This design comes from an exercise in tuning for small area, a short achievable clock period and few clock cycles per item on the open sky130 flow, not from production work. Only simulation tests tie the RTL to the original design; equivalence was not proved. No activity file was given, so power comes from the tool's default toggle rates.

job 3416:
Design mv_search_top, start of the top module:
module mv_search_top (
	input  logic           clk,
	input  logic           arst_n,
	input  logic           in_valid,
	input  me_pkg::pixel_t c_pix,
	input  me_pkg::pixel_t p_pix,
	output logic           in_credit,
	output logic           out_valid,
	output me_pkg::mv_t    mv,
	output me_pkg::sad_t   sad,
	input  logic           out_credit
);
==> flow/config.mk <==
export PLATFORM = sky130hd
export DESIGN_NAME = mv_search_top
export DESIGN_NICKNAME = mv_search_top
export VERILOG_FILES = /design/flow/design.v
export SDC_FILE = /design/flow/constraint.sdc
export NUM_CORES = 4
export LEC_CHECK = 0
export CAP_MARGIN = 20
export CORE_MARGIN = 2
export CORE_UTILIZATION = 40
export CTS_CLUSTER_DIAMETER = 100
export CTS_CLUSTER_SIZE = 24
export PLACE_DENSITY = 0.75
export SETUP_SLACK_MARGIN = 3.2
export SLEW_MARGIN = 20
==> flow/constraint.sdc <==
create_clock -name core_clock -period 5.5 [get_ports {clk}]
set_input_delay 1.1000 -clock core_clock [delete_from_list [all_inputs] [get_ports {clk}]]
set_output_delay 1.1000 -clock core_clock [all_outputs]
set_load 0.01 [all_outputs]
run.sh (not shown) runs the stock make flow with config.mk's settings and CLKGATE_MAP_FILE= SYNTH_SCRIPT=/design/flow/synth_recipe.tcl, a recipe that flattens the netlist after the stock synthesis.
Job 3416 finished all stages; the layout is clean.
Testbench counts of job 3416, summed over its fixed seeds: cycles 52,096, items 192.
## Diff of input files: job 988 against job 3416
# job 3416
export LEC_CHECK = 0
export CAP_MARGIN = 20
export CORE_MARGIN = 2
export CORE_UTILIZATION = 40
export CTS_CLUSTER_DIAMETER = 100
export CTS_CLUSTER_SIZE = 24
export PLACE_DENSITY = 0.75
export SETUP_SLACK_MARGIN = 3.2
export SLEW_MARGIN = 20
create_clock -name core_clock -period 5.5 [get_ports {clk}]
# job 988
export LEC_CHECK = 0
export CAP_MARGIN = 20
export CORE_MARGIN = 2
export CORE_UTILIZATION = 40
export CTS_CLUSTER_DIAMETER = 100
export CTS_CLUSTER_SIZE = 24
export SETUP_SLACK_MARGIN = 3.2
export SLEW_MARGIN = 20
create_clock -name core_clock -period 5.5 [get_ports {clk}]
### Flow results
- Against job 3416 as the reference, job 988 delivers a lower worst path required time.
- Between job 3416 and job 988, the flow reports wire length of the first global-routing pass increasing by a little under 10%.
- [compare] base=job 3416 new=job 988: synthesized cell area now sits at about the same level, met2 track demand over resource in global routing now sits higher.
--- input diff job 988..job 3210 ---
# job 988
export LEC_CHECK = 0
export CAP_MARGIN = 20
export CORE_MARGIN = 2
export CORE_UTILIZATION = 40
export CTS_CLUSTER_DIAMETER = 100
export CTS_CLUSTER_SIZE = 24
export SETUP_SLACK_MARGIN = 3.2
export SLEW_MARGIN = 20
create_clock -name core_clock -period 5.5 [get_ports {clk}]
# job 3210
export LEC_CHECK = 0
export ABC_AREA = 1
export CAP_MARGIN = 20
export CORE_MARGIN = 2
export CORE_UTILIZATION = 40
export CTS_CLUSTER_DIAMETER = 100
export CTS_CLUSTER_SIZE = 24
export SETUP_SLACK_MARGIN = 3.2
export SLEW_MARGIN = 20
create_clock -name core_clock -period 5.5 [get_ports {clk}]
==> summary.txt <==
Job 3210 vs job 988 — reported combinational group power climbed by more than 10%. Between job 988 and job 3210, the relative area of non-clock buffer cells in the final design figures differ only marginally. Cmp job 3210 and job 988 / ratio of cells with drive above 1 in the final layout / lower: job 3210. Going from job 988 to job 3210, sequential share of layout area saw a decrease; initial antenna violation count saw a decrease. Going from job 988 to job 3210, final non-filler cell total saw an increase, critical path depth saw a decrease.
The following lists how job 6499 was set up differently from job 3210:
# job 3210
export LEC_CHECK = 0
export ABC_AREA = 1
export CAP_MARGIN = 20
export CORE_MARGIN = 2
export CORE_UTILIZATION = 40
export CTS_CLUSTER_DIAMETER = 100
export CTS_CLUSTER_SIZE = 24
export SETUP_SLACK_MARGIN = 3.2
export SLEW_MARGIN = 20
create_clock -name core_clock -period 5.5 [get_ports {clk}]
# job 6499
export LEC_CHECK = 0
export CAP_MARGIN = 20
export CORE_MARGIN = 2
export CORE_UTILIZATION = 40
export CTS_CLUSTER_DIAMETER = 80
export CTS_CLUSTER_SIZE = 20
export SETUP_SLACK_MARGIN = 3.2
export SLEW_MARGIN = 20
create_clock -name core_clock -period 5.5 [get_ports {clk}]
## What came out
Compared with job 3210, power per unit of standard cell area in job 6499 decreased slightly. Non-clock buffer count, job 6499 and job 3210, lower one = job 6499. The share of the cycle needed by the critical path after routing in job 6499 sits 0.89 points above the value recorded for job 3210. Taking job 3210 as the reference point, the via count of the first global-routing pass of job 6499 falls by 1,727. Note that the clock-buffer cell count recorded for job 6499 amounts to 1.15 times the value seen in job 3210. The setup slack of job 6499 is smaller than that of job 3210. In job 6499 the number of antenna violations at the first check in global routing turned out 1 higher than in job 3210. For the post-layout utilization of the core, job 6499 came in 0.62 points higher than job 3210 did. Of the two values seen for slowest cell on the critical path, sky130_fd_sc_hd__dfxtp_4 was produced by job 6499 and sky130_fd_sc_hd__edfxtp_1 by job 3210. On sequential cell area, job 6499 tracks job 3210 almost exactly. The run showing the greater clock share of power is job 6499. Relative to job 3210, the internal portion of total power of job 6499 is higher by 130 uW.
Input-level comparison between job 5714 and job 6499:
# job 6499
export LEC_CHECK = 0
export CAP_MARGIN = 20
export CORE_MARGIN = 2
export CORE_UTILIZATION = 40
export CTS_CLUSTER_DIAMETER = 80
export CTS_CLUSTER_SIZE = 20
export SETUP_SLACK_MARGIN = 3.2
export SLEW_MARGIN = 20
create_clock -name core_clock -period 5.5 [get_ports {clk}]
# job 5714
export LEC_CHECK = 0
export CAP_MARGIN = 20
export CORE_MARGIN = 2
export CORE_UTILIZATION = 50
export CTS_CLUSTER_DIAMETER = 100
export CTS_CLUSTER_SIZE = 24
export SETUP_SLACK_MARGIN = 3.2
export SLEW_MARGIN = 20
create_clock -name core_clock -period 5.5 [get_ports {clk}]
Findings:
The final layouts of job 5714 and job 6499 pass the timing, DRC and antenna checks. Looking at count of buffer and inverter cells on the critical path, job 5714 sits below job 6499. Job 5714 packs its core tighter than job 6499. Diff job 6499..job 5714 | number of max-slew violations in the final report | unchanged. Diff job 6499 -> job 5714: fmax +about 0.5%; met1 demand-to-capacity share in global routing up 7.2 points; clock-pin slew reported for the worst setup and hold paths after clock tree synthesis held; sequential power held steady. Across both runs, die outline area was lower for job 5714 than for job 6499.

==> what the ideal ports hide <==
How much do the figures lean on ideal ports? The routed layouts below were timed once more, with nothing changed but the port constraints. Step 1 (the two cells are an assumption about what drives the block):
set clk [get_ports {clk}]
set_driving_cell -lib_cell sky130_fd_sc_hd__clkbuf_16 $clk
set_driving_cell -lib_cell sky130_fd_sc_hd__buf_2 [delete_from_list [all_inputs] $clk]
Step 2 adds t to the input delays and takes it off the output delays; t is the mean of the earliest and latest rising clock arrival at the registers after step 1. Input paths then give back, and output paths get back, about the clock's delay inside the block. a / b / c = ideal / step 1 / step 2; a / b = the first two.
| run | t, ns | slack for setup (ns) | hold slack, ns |
|---|---|---|---|
| job 3416 | 0.637 | 3.143 / 3.143 / 3.143 | 0.362 / 0.362 / 0.362 |
| job 988 | 0.633 | 3.224 / 3.164 / 3.206 | 0.356 / 0.356 / 0.356 |
| job 3210 | 0.635 | 3.259 / 3.196 / 3.226 | 0.361 / 0.361 / 0.361 |
| job 6499 | 0.652 | 3.210 / 3.160 / 3.210 | 0.353 / 0.353 / 0.353 |
| job 5714 | 0.629 | 3.222 / 3.167 / 3.222 | 0.359 / 0.359 / 0.359 |
After both steps every run listed still meets setup and hold. The setup slack of job 3210, which loses most, moves by -0.063 ns with the drivers and by -0.033 ns with both steps.
